This is an optimization exercise on Yosys and OpenROAD, whose aim is small area, a short achievable clock period and few clock cycles per item, not a production implementation.
RTL that was checked went through simulation tests only; none was proved equivalent to the original.

==> flow/design.v (excerpt) <==
module teleop_drive_and_gimbal_command_unit
(
    input  logic        i_clk,
    input  logic        i_rst_n,
    input  logic [39:0] s_axis_tdata,
    input  logic        s_axis_tvalid,
    output logic        s_axis_tready,
    output logic [87:0] m_axis_tdata,
    output logic        m_axis_tvalid,
    input  logic        m_axis_tready,
    input  logic        i_cfg_we,
    input  logic [2:0]  i_cfg_idx,
    input  logic [19:0] i_cfg_data
);
For scale: roughly 430 flip-flops, ~160 I/O pins, roughly 0.034 sq mm of cells after synthesis.
Settings: LEC_CHECK=0, CAP_MARGIN=20, CORE_MARGIN=2, CORE_UTILIZATION=40, PLACE_DENSITY=0.6, SETUP_SLACK_MARGIN=3.0, SLEW_MARGIN=20; clock period 8.0 ns.
run.sh (not shown) runs the stock make flow with config.mk's settings and CLKGATE_MAP_FILE= SYNTH_SCRIPT=/design/flow/synth_recipe.tcl, a recipe that flattens the netlist after the stock synthesis.
The first run finished with timing, DRC and antenna clean.
Testbench counts at the start, summed over its fixed seeds: cycles 2,440, items 2,400.
Rerun with:
--- a/flow/design.v
+++ b/flow/design.v
@@ -188,54 +188,74 @@
             w_mag = s_axis_tdata[15] ? 8'(8'd0 - s_axis_tdata[15:8]) : s_axis_tdata[15:8];
         end
     end
     assign w_dec = {w_fwd, w_mag, s_axis_tdata[39:32], s_axis_tdata[23:16], s_axis_tdata[31:24]};
     logic [1:0]  r_fwd1, r_fwd2, r_fwd3, r_fwd4;
     logic [7:0]  r_pan1, r_pan2, r_pan3, r_pan4;
     logic [7:0]  r_tilt1, r_tilt2, r_tilt3, r_tilt4;
     logic [7:0]  r_mag1;
     logic [7:0]  r_mode1;
     logic [15:0] r_x2;
-    logic [28:0] r_pa3;
+    logic [15:0] r_x3;
     logic [21:0] r_w3;
-    logic [28:0] r_pa4;
-    logic [14:0] r_wh4;
+    logic [29:0] r_pa4_s;
+    logic [29:0] r_pa4_c;
     logic [8:0]  r_sh4;
     logic [1:0]  r_c4;
     logic [15:0] w_x;
-    logic [28:0] w_pa;
-    logic [15:0] w_pdig [8];
+    logic [29:0] w_pa_s;
+    logic [29:0] w_pa_c;
+    logic [29:0] w_prow [9];
+    logic [29:0] w_csa1 [6];
+    logic [29:0] w_csa2 [4];
+    logic [29:0] w_csa3 [3];
     logic [21:0] w_w;
     logic [15:0] w_ws;
     logic [9:0]  w_wt;
     logic [1:0]  w_wc;
     logic [29:0] w_sum;
     logic [27:0] w_duty;
     assign w_x     = 16'({8'd0, r_mode1} * {8'd0, r_mag1}) + {8'd0, r_mag1};
     always_comb begin
-        w_pa = '0;
         for (int i = 0; i < 8; i++) begin
-            case (r_x2[2*i +: 2])
-                2'd0:    w_pdig[i] = 16'd0;
-                2'd1:    w_pdig[i] = {2'b00, w_fs_div};
-                2'd2:    w_pdig[i] = {1'b0, w_fs_div, 1'b0};
-                default: w_pdig[i] = w_fs_div3;
+            case (r_x3[2*i +: 2])
+                2'd0:    w_prow[i] = '0;
+                2'd1:    w_prow[i] = {16'd0, w_fs_div} << (2 * i);
+                2'd2:    w_prow[i] = {15'd0, w_fs_div, 1'b0} << (2 * i);
+                default: w_prow[i] = {14'd0, w_fs_div3} << (2 * i);
             endcase
-            w_pa = w_pa + ({13'd0, w_pdig[i]} << (2 * i));
         end
+        w_prow[8] = {15'd0, r_w3[21:7]};
+        for (int i = 0; i < 3; i++) begin
+            w_csa1[2*i]     = w_prow[3*i] ^ w_prow[3*i+1] ^ w_prow[3*i+2];
+            w_csa1[2*i + 1] = 30'(((w_prow[3*i] & w_prow[3*i+1]) | (w_prow[3*i] & w_prow[3*i+2]) |
+                                   (w_prow[3*i+1] & w_prow[3*i+2])) << 1);
+        end
+        for (int i = 0; i < 2; i++) begin
+            w_csa2[2*i]     = w_csa1[3*i] ^ w_csa1[3*i+1] ^ w_csa1[3*i+2];
+            w_csa2[2*i + 1] = 30'(((w_csa1[3*i] & w_csa1[3*i+1]) | (w_csa1[3*i] & w_csa1[3*i+2]) |
+                                   (w_csa1[3*i+1] & w_csa1[3*i+2])) << 1);
+        end
+        w_csa3[0] = w_csa2[0] ^ w_csa2[1] ^ w_csa2[2];
+        w_csa3[1] = 30'(((w_csa2[0] & w_csa2[1]) | (w_csa2[0] & w_csa2[2]) |
+                         (w_csa2[1] & w_csa2[2])) << 1);
+        w_csa3[2] = w_csa2[3];
+        w_pa_s    = w_csa3[0] ^ w_csa3[1] ^ w_csa3[2];
+        w_pa_c    = 30'(((w_csa3[0] & w_csa3[1]) | (w_csa3[0] & w_csa3[2]) |
+                         (w_csa3[1] & w_csa3[2])) << 1);
     end
     assign w_w     = {6'd0, r_x2} * {15'd0, w_fs_mod};
     assign w_ws    = {1'b0, r_w3[21:7]} + {9'd0, r_w3[6:0]};
     assign w_wt    = {1'b0, w_ws[15:7]} + {3'd0, w_ws[6:0]};
     assign w_wc    = (w_wt >= 10'd381) ? 2'd3 : (w_wt >= 10'd254) ? 2'd2 :
                      (w_wt >= 10'd127) ? 2'd1 : 2'd0;
-    assign w_sum   = {1'b0, r_pa4} + {15'd0, r_wh4} + {21'd0, r_sh4} + {28'd0, r_c4};
+    assign w_sum   = r_pa4_s + r_pa4_c + {21'd0, r_sh4} + {28'd0, r_c4};
     assign w_duty  = (|w_sum[29:28]) ? 28'hFFFFFFF : w_sum[27:0];
     always_ff @(posedge i_clk) begin
         if (!i_rst_n) begin
             r_v1        <= 1'b0;
             r_v2        <= 1'b0;
             r_v3        <= 1'b0;
             r_v4        <= 1'b0;
             r_out_valid <= 1'b0;
         end else begin
             if (w_adv) begin
@@ -247,27 +267,27 @@
             end
         end
     end
     always_ff @(posedge i_clk) begin
         if (w_adv) begin
             {r_fwd1, r_mag1, r_mode1, r_pan1, r_tilt1} <= w_dec;
             r_x2    <= w_x;
             r_fwd2  <= r_fwd1;
             r_pan2  <= r_pan1;
             r_tilt2 <= r_tilt1;
-            r_pa3   <= w_pa;
+            r_x3    <= r_x2;
             r_w3    <= w_w;
             r_fwd3  <= r_fwd2;
             r_pan3  <= r_pan2;
             r_tilt3 <= r_tilt2;
-            r_pa4   <= r_pa3;
-            r_wh4   <= r_w3[21:7];
+            r_pa4_s <= w_pa_s;
+            r_pa4_c <= w_pa_c;
             r_sh4   <= w_ws[15:7];
             r_c4    <= w_wc;
             r_fwd4  <= r_fwd3;
             r_pan4  <= r_pan3;
             r_tilt4 <= r_tilt3;
         end
     end
     logic [17:0] r_pan_pos;
     logic [17:0] r_tilt_pos;
     logic [17:0] w_pan_pos;
Die area stays flat; area after synthesis is about the same; setup slack gets better by 0.34 ns; final cell count goes down by 3.0%; via count goes down by 4.8%; core utilization goes down by 1.5 points; clock-buffer cell count goes up by 5; non-clock buffer count goes down by 77; critical path depth is unchanged; hold slack gets worse by 0.017 ns; sequential cell count goes up by 1; cell area goes down by 3.2%; first-iteration DRC count goes down by 23%.
For the second run of this note, only the layout was checked, not whether the RTL still works.

[afterwards: timing with drivers on the ports]
The flow's constraints put no driver on any port. The routed layouts listed below were extracted and timed again, unchanged, in two steps. Step 1 assumes that a clkbuf_16 drives the clock port and a buf_2 every other input. Step 2, shift: input delay + t, output delay - t, t = (earliest + latest rising clock arrival at the registers) / 2. This alone moves slack from input paths to output paths. a / b / c = ideal / step 1 / step 2; a / b = the first two.
run | t (ns) | setup slack, ns | latest minus earliest clock arrival (ns)
the first run | 0.677 | 2.796 / 2.796 / 2.796 | 0.063 / 0.064
the second run | 0.664 | 3.133 / 3.133 / 3.107 | 0.050 / 0.050
After both steps every run listed still meets setup and hold. The setup slack of the second run, which loses most, moves by 0.000 ns with the drivers and by -0.026 ns with both steps.
